From an optimization exercise on the open Yosys and OpenROAD flow, aimed at small area, a short achievable clock period and few clock cycles per item; shortcuts taken in it are not production practice. For this run, only the layout was checked, not whether the RTL still works. No activity file was given, so power comes from the tool's default toggle rates.

==> flow/design.v <==
package ils_pkg;
  localparam int CAPACITY  = 16;
  localparam int WORD_BITS = 64;
  localparam int IDX_W     = $clog2(CAPACITY);
  localparam int CNT_W     = $clog2(CAPACITY + 1);
  typedef enum logic [2:0] {
    FN_INSERT = 3'd0,
    FN_DELETE = 3'd1,
    FN_FIND   = 3'd2,
    FN_GET    = 3'd3,
    FN_UPDATE = 3'd4
  } func_t;
  typedef enum logic [1:0] {
    ST_OK      = 2'd0,
    ST_RANGE   = 2'd1,
    ST_FULL    = 2'd2,
    ST_MISSING = 2'd3
  } status_t;
  typedef struct packed {
    logic [2:0]  func;
    logic [6:0]  position;
    logic [63:0] word_in;
  } req_t;
  typedef struct packed {
    logic [1:0]  status;
    logic [5:0]  found_at;
    logic [63:0] word_out;
    logic [6:0]  count;
  } rsp_t;
  typedef struct packed {
    logic                 load;
    logic                 ins_ok;
    logic                 del_ok;
    logic                 upd_ok;
    logic                 find;
    logic                 get;
    logic [6:0]           pos;
    logic [CNT_W-1:0]     fill;
    logic [WORD_BITS-1:0] word;
  } cmd_t;
endpackage
module ils_cell (
  input  logic                         clk,
  input  ils_pkg::cmd_t                cmd,
  input  logic [ils_pkg::IDX_W-1:0]    idx,
  input  logic [ils_pkg::WORD_BITS-1:0] left_word,
  input  logic [ils_pkg::WORD_BITS-1:0] right_word,
  output logic [ils_pkg::WORD_BITS-1:0] word,
  output logic                         hit
);
  logic [6:0] my_pos;
  logic       above, at, live;
  logic       hit_next;
  assign my_pos = 7'(idx);
  assign above  = my_pos > cmd.pos;
  assign at     = my_pos == cmd.pos;
  assign live   = ils_pkg::CNT_W'(idx) < cmd.fill;
  assign hit_next = (cmd.find && live && (word == cmd.word)) ||
                    (cmd.get && at && live);
  always_ff @(posedge clk) begin
    if (cmd.load) begin
      hit <= hit_next;
      if (cmd.ins_ok && above) begin
        word <= left_word;
      end else if (cmd.del_ok && (above || at)) begin
        word <= right_word;
      end else if ((cmd.ins_ok || cmd.upd_ok) && at) begin
        word <= cmd.word;
      end
    end
  end
endmodule
module ils_reduce (
  input  logic [ils_pkg::CAPACITY-1:0]                       hits,
  input  logic [ils_pkg::CAPACITY-1:0][ils_pkg::WORD_BITS-1:0] words,
  output logic                                               any,
  output logic [ils_pkg::IDX_W-1:0]                          first,
  output logic [ils_pkg::WORD_BITS-1:0]                      sel_word
);
  always_comb begin
    first = '0;
    for (int i = ils_pkg::CAPACITY - 1; i >= 0; i--) begin
      if (hits[i]) begin
        first = ils_pkg::IDX_W'(i);
      end
    end
  end
  always_comb begin
    sel_word = '0;
    for (int i = 0; i < ils_pkg::CAPACITY; i++) begin
      sel_word = sel_word | (words[i] & {ils_pkg::WORD_BITS{hits[i]}});
    end
  end
  assign any = |hits;
endmodule
module indexed_list_store (
  input  logic        clk,
  input  logic        rst,
  input  logic        req_valid,
  output logic        req_stall,
  input  logic [2:0]  req_func,
  input  logic [6:0]  req_position,
  input  logic [63:0] req_word,
  output logic        rsp_valid,
  input  logic        rsp_stall,
  output logic [1:0]  rsp_status,
  output logic [5:0]  rsp_found_at,
  output logic [63:0] rsp_word,
  output logic [6:0]  rsp_count
);
  ils_pkg::req_t req;
  ils_pkg::rsp_t rsp;
  assign req.func     = req_func;
  assign req.position = req_position;
  assign req.word_in  = req_word;
  assign rsp_status   = rsp.status;
  assign rsp_found_at = rsp.found_at;
  assign rsp_word     = rsp.word_out;
  assign rsp_count    = rsp.count;
  logic [ils_pkg::CNT_W-1:0] fill, fill_next;
  logic    accept;
  ils_pkg::cmd_t    cmd;
  ils_pkg::status_t status_now;
  logic    in_range, pos_ok_ins;
  logic [ils_pkg::CAPACITY-1:0][ils_pkg::WORD_BITS-1:0] words;
  logic [ils_pkg::CAPACITY-1:0]  hits;
  logic             red_v;
  logic             red_find;
  logic             red_get;
  ils_pkg::status_t          red_status;
  logic [ils_pkg::CNT_W-1:0] red_count;
  logic             red_go;
  logic                 any;
  logic [ils_pkg::IDX_W-1:0]     first;
  logic [ils_pkg::WORD_BITS-1:0] sel_word;
  assign red_go    = red_v && (!rsp_valid || !rsp_stall);
  assign req_stall = red_v && !red_go;
  assign accept    = req_valid && !req_stall;
  assign in_range   = 7'(fill) > req.position;
  assign pos_ok_ins = req.position <= 7'(fill);
  always_comb begin
    cmd        = '0;
    cmd.load   = accept;
    cmd.pos    = req.position;
    cmd.fill   = fill;
    cmd.word   = req.word_in[ils_pkg::WORD_BITS-1:0];
    status_now = ils_pkg::ST_OK;
    fill_next  = fill;
    unique case (req.func)
      ils_pkg::FN_INSERT: begin
        if (!pos_ok_ins) begin
          status_now = ils_pkg::ST_RANGE;
        end else if (fill >= ils_pkg::CNT_W'(ils_pkg::CAPACITY)) begin
          status_now = ils_pkg::ST_FULL;
        end else begin
          cmd.ins_ok = 1'b1;
          fill_next  = fill + ils_pkg::CNT_W'(1);
        end
      end
      ils_pkg::FN_DELETE: begin
        if (!in_range) begin
          status_now = ils_pkg::ST_RANGE;
        end else begin
          cmd.del_ok = 1'b1;
          fill_next  = fill - ils_pkg::CNT_W'(1);
        end
      end
      ils_pkg::FN_FIND: begin
        cmd.find   = 1'b1;
        status_now = ils_pkg::ST_MISSING;
      end
      ils_pkg::FN_GET: begin
        cmd.get = 1'b1;
        if (!in_range) status_now = ils_pkg::ST_RANGE;
      end
      ils_pkg::FN_UPDATE: begin
        if (!in_range) begin
          status_now = ils_pkg::ST_RANGE;
        end else begin
          cmd.upd_ok = 1'b1;
        end
      end
      default: begin
        status_now = ils_pkg::ST_RANGE;
      end
    endcase
  end
  for (genvar i = 0; i < ils_pkg::CAPACITY; i++) begin : g_cell
    logic [ils_pkg::WORD_BITS-1:0] lw, rw;
    if (i == 0) begin : g_first
      assign lw = cmd.word;
    end else begin : g_mid_l
      assign lw = words[i-1];
    end
    if (i == ils_pkg::CAPACITY - 1) begin : g_last
      assign rw = words[i];
    end else begin : g_mid_r
      assign rw = words[i+1];
    end
    ils_cell u_cell (
      .clk        (clk),
      .cmd        (cmd),
      .idx        (ils_pkg::IDX_W'(i)),
      .left_word  (lw),
      .right_word (rw),
      .word       (words[i]),
      .hit        (hits[i])
    );
  end
  ils_reduce u_reduce (
    .hits     (hits),
    .words    (words),
    .any      (any),
    .first    (first),
    .sel_word (sel_word)
  );
  always_ff @(posedge clk) begin
    if (rst) begin
      fill      <= '0;
      red_v     <= 1'b0;
      rsp_valid <= 1'b0;
    end else begin
      if (accept) begin
        fill  <= fill_next;
        red_v <= 1'b1;
      end else if (red_go) begin
        red_v <= 1'b0;
      end
      if (red_go) begin
        rsp_valid <= 1'b1;
      end else if (rsp_valid && !rsp_stall) begin
        rsp_valid <= 1'b0;
      end
    end
  end
  always_ff @(posedge clk) begin
    if (accept) begin
      red_find   <= cmd.find;
      red_get    <= cmd.get && (status_now == ils_pkg::ST_OK);
      red_status <= status_now;
      red_count  <= fill_next;
    end
  end
  always_ff @(posedge clk) begin
    if (red_go) begin
      rsp.count    <= 7'(red_count);
      rsp.word_out <= red_get ? 64'(sel_word) : '0;
      if (red_find) begin
        rsp.status   <= any ? ils_pkg::ST_OK : ils_pkg::ST_MISSING;
        rsp.found_at <= any ? 6'(first) : '0;
      end else begin
        rsp.status   <= red_status;
        rsp.found_at <= '0;
      end
    end
  end
endmodule
==> flow/run.sh <==
#!/bin/bash
# synth_recipe.tcl (not shown) runs the flow's synth.tcl, then flattens the netlist and writes it again
# the make line also repeats each setting of config.mk as NAME=value (left out here)
make -C /OpenROAD-flow-scripts/flow DESIGN_CONFIG=/design/flow/config.mk WORK_HOME=/design/flow/orfs CLKGATE_MAP_FILE= SYNTH_SCRIPT=/design/flow/synth_recipe.tcl finish
==> flow/config.mk <==
export PLATFORM = sky130hd
export DESIGN_NAME = indexed_list_store
export DESIGN_NICKNAME = indexed_list_store
export VERILOG_FILES = /design/flow/design.v
export SDC_FILE = /design/flow/constraint.sdc
export NUM_CORES = 4
export LEC_CHECK = 0
export CAP_MARGIN = 20
export CORE_MARGIN = 2
export CORE_UTILIZATION = 18
export PLACE_DENSITY = 0.25
export SLEW_MARGIN = 20
==> flow/constraint.sdc <==
create_clock -name core_clock -period 6.0 [get_ports {clk}]
set_input_delay 1.2000 -clock core_clock [delete_from_list [all_inputs] [get_ports {clk}]]
set_output_delay 1.2000 -clock core_clock [all_outputs]
set_load 0.01 [all_outputs]
==> results by group <==
Floorplan
  • Row Count: 233
  • Starting density of the core: 18.1%
  • Die Width: 641 um
  • Die Y: 641 um
  • Die area: 0.411 sq mm
  • Ports: roughly 160
  • Core area: 0.403 sq mm

GRT
  • GRT Total Usage: 29.3%
  • Largest net degree at the start of global routing: 129
  • Vias in the first global route: 59851
  • Initial antenna violation count: 91
  • First-pass GRT wire length: 769 mm
  • Global route total overflow: 0

STA
  • FMAX: 207 MHz
  • Fin crit share: 80.6%
  • Crit path time final: 4.83 ns
  • RSZ-0062 raised after global routing: no
  • Post-Route Setup TNS: 0 ns
  • Slew @ Worst Pin: 1.37 ns
  • Slew HR: 8.10%
  • Count of pins over their slew limit: 0
  • Setup violators final: 0
  • Max Clock Skew: 0.0928 ns
  • Final Hold Viols: 0

Synth
  • Netlist cell types: 65
  • Async SR Flop Fraction: 0%
  • Largest cells by area after synthesis: edfxtp_1, mux2i_1, xnor2_1, xor2_1, o21ai_0
  • Post-synth EDFFs: between 1000 and 1500
  • Predominant post-synthesis flop cell: edfxtp_1
  • Post-synth top area share: 46.2%
  • Flops & latches, synth: ~1100
  • Syn Area/Cell: 10.4 sq um
  • Post-Syn Area: 0.0731 sq mm
  • Post-synthesis sequential area ratio: approximately 46%
  • Cells after Synth: 7008
  • Area leader, netlist: edfxtp_1
  • Ys Warns: 3

Cells and area
  • P&R area growth vs syn: 21.2%
  • Commonest non-fill, non-tap cell in the layout: edfxtp_1
  • Most frequent cells in the layout: edfxtp_1, mux2i_1, nand2_1
  • Share of layout cells above drive strength 1: 12.3%
  • Fillers: 43714
  • Nets@finish: 7092

Detailed routing
  • Average routed wire per standard cell: 49.4 um
  • Antenna-violating nets left: 0
  • Drt via density: 5.22
  • Number of remaining DRC errors: 0
  • Final WL: between 600 and 700 mm
  • DRT iter0 DRCs: 9898
  • DR vias: 65622
  • Pre-Repair DR Iteration Count: 7

Job
  • Max cap viols: 0

Pwr
  • Leak: ~25 nW
  • Pwr Density: 247 mW/mm^2
  • PnR Total Power: 0.0219 W
  • Highest ir drop seen on vdd: 0.215 mV

Status
  • Status: complete, no violations

Placed design
  • Port buffer count: 154
  • Gpl congestion: 1.07
  • Post-DP HPWL: 451 mm

Clock network
  • CTS resizes: 0
  • Worst-path clk slew: 0.05 ns
  • Clock latency on the worst-skew pair: around 0.97 ns
  • Hold buffers post-CTS: 0
  • CTS sink count: ~1100
  • Post-CTS Setup Bufs: 0
  • CTS tree: built
  • H-tree Lvls: 4
  • CTS Buf Count: 176
  • Clock Path Buffers: 4
  • Root Buffer: clkbuf_16

Worst setup path
  • CP max-delay cell: nor2_4
  • Crit path launch type: flop
  • Crit Path Class: flop to flop
  • Cell Chain, Critical Path: inv_1 -> ha_1 -> and3b_1 -> or3b_1 -> a21oi_2 -> and2_4 -> a311oi_1 -> nor2_4 -> buf_4
  • Slowest stage delay, CP: 0.84 ns
  • WP buf/inv: 2
  • R2r worst-path depth: 9
  • Critical path peak fanout: 12
  • Crit path capture type: flop
  • Critical path arrival: around 5.5 ns
  • CP required: 6.62 ns
  • Crit-path leading delay family: simple AND/OR/NAND/NOR gates
  • FF-to-FF setup slack: 1.17 ns
  • Critical path startpoint: fill[1]
  • Reg-to-reg endpoint: g_cell[9].u_cell.word[32]
  • Reg-to-Reg Start: fill[1]

Hold path
  • Worst min path class: flop to flop
  • WHS Path Cells: 0
  • Hold EP: rsp[3]
  • HP Start: red_count[3]
## worst reg2reg max path: cells and delay by family (launching register included)
| kind | cells | cell delay [ns] |
|---|---|---|
| buf+inv | 2 | 0.78 |
| compound gates | 2 | 0.83 |
| fa+ha+maj | 1 | 0.38 |
| flops | 1 | 0.77 |
| simple gates | 4 | 1.78 |
## flip-flops by register name, summed over array words and instances (netlist names)
signal and count:
g_cell.u_cell.word 1024, rsp 75, g_cell.u_cell.hit 16, fill 5, red_count 5, red_status 2
red_find 1, red_get 1, red_v 1, rsp_valid 1
## per-stage QoR
| stage | utilization (%) | hold WS, ns | cells | cell area [sq um] | worst slack [ns] |
|---|---|---|---|---|---|
| 6_report | 21.9 | 0.423 | 12578 | 88500 | 1.17 |
| 5_1_grt | 21.9 | 0.432 | 12557 | 88500 | 1.26 |
| 4_1_cts | 21.9 | 0.418 | 12538 | 88400 | 1.25 |
| 3_5_place_dp | 20.6 | 0.412 | 12233 | 83100 | 0.335 |
| 3_3_place_gp | 20.5 | 0.413 | 12229 | 82800 | 0.346 |
| 2_1_floorplan | - | 0.400 | 7011 | 73200 | 0.327 |
## cells in the mapped netlist (3+ instances only)
library cell	instances
a311oi_1	8
buf_2	103
o211ai_1	3
buf_6	7
o21ai_0	531
a22oi_1	349
o21ai_1	56
o31ai_1	7
xor2_1	423
a22o_1	83
dfxtp_1	7
nand3_1	111
buf_4	19
or3_1	4
a31oi_1	8
a221oi_1	82
o32ai_1	11
inv_1	15
xnor2_1	605
and2_0	3
ha_1	8
and2_1	9
mux2_2	88
nand2_1	599
nor2b_1	3
nand4_1	229
nor3_1	33
nor2_1	361
mux2_1	40
or4_1	4
o21a_1	66
and3_1	12
nand2b_1	3
buf_1	77
mux2i_1	898
nor4_1	137
a21oi_1	344
edfxtp_1	1124
clkbuf_1	506
## how the worst max path moves through the flow
| stage | endpoint | slack, ns | cells past startpoint |
|---|---|---|---|
| after detailed placement | g_cell[9].u_cell.word[32] | 0.34 | 9 |
| after global routing | g_cell[9].u_cell.word[45] | 1.26 | 9 |
| after CTS | g_cell[9].u_cell.word[45] | 1.25 | 9 |
| after floorplan | g_cell[12].u_cell.word[0] | 0.33 | 9 |
| final | g_cell[9].u_cell.word[32] | 1.17 | 9 |
| after global placement | g_cell[9].u_cell.word[32] | 0.35 | 9 |
## layer usage
layer	GRT usage [%]	wire length [um]
met1	39.0	265000
met2	45.0	271000
met3	5.61	45800
met4	15.0	38600
met5	0	365
## logic make-up after synthesis
kind of cell / synth area share [%]
compound gates: 13.2
simple gates: 9.56
flops: 46.4
xor+xnor: 12.3
mux: 14.3
buf+inv: 4.09
fa+ha+maj: 0.137
other cells: 0.00513
## where the power goes
| group | leakage (nW) | switching, W | internal, W |
|---|---|---|---|
| combinational | 12.5 | 0.00201 | 0.000678 |
| clock | 2.61 | 0.00459 | 0.00584 |
| sequential | 10.2 | 0.0000321 | 0.00873 |
| total | 25.3 | 0.00663 | 0.0153 |
## final cells by class
type	instances	area (sq um)	area share [%]
Antenna cell	40	100	0.113
Clock buffer	227	4660	5.26
Clock inverter	78	693	0.783
Inverter	16	60.1	0.0678
Multi-Input combinational cell	5152	37100	41.9
Sequential cell	1131	33900	38.3
Tap cell	5405	6760	7.64
Timing Repair Buffer	529	5240	5.92

-- re-timing with driven ports --
No port has a modelled driver above. Below, the same layout with a new extraction and two added sets of constraints.
Step 1 sets driving cells, clkbuf_16 on the clock port and buf_2 on the other inputs (assumed; they add their load-dependent delay and slew).
Step 2, shift: input delay + t, output delay - t, t = (earliest + latest rising clock arrival at the registers) / 2. This alone moves slack from input paths to output paths.
Three values: ideal, step 1, step 2; two values: the first two.
shift t [ns]: 1.044
slack for setup (ns): 1.165 / 1.165 / 0.280
worst setup path after step 2: input to register
latest minus earliest clock arrival (ns): 0.095 / 0.095
worst slew at a driven data input, ns: 0.40
After both steps setup and hold are still met in this run. The setup slack of this run moves by 0.000 ns with the drivers and by -0.885 ns with both steps.
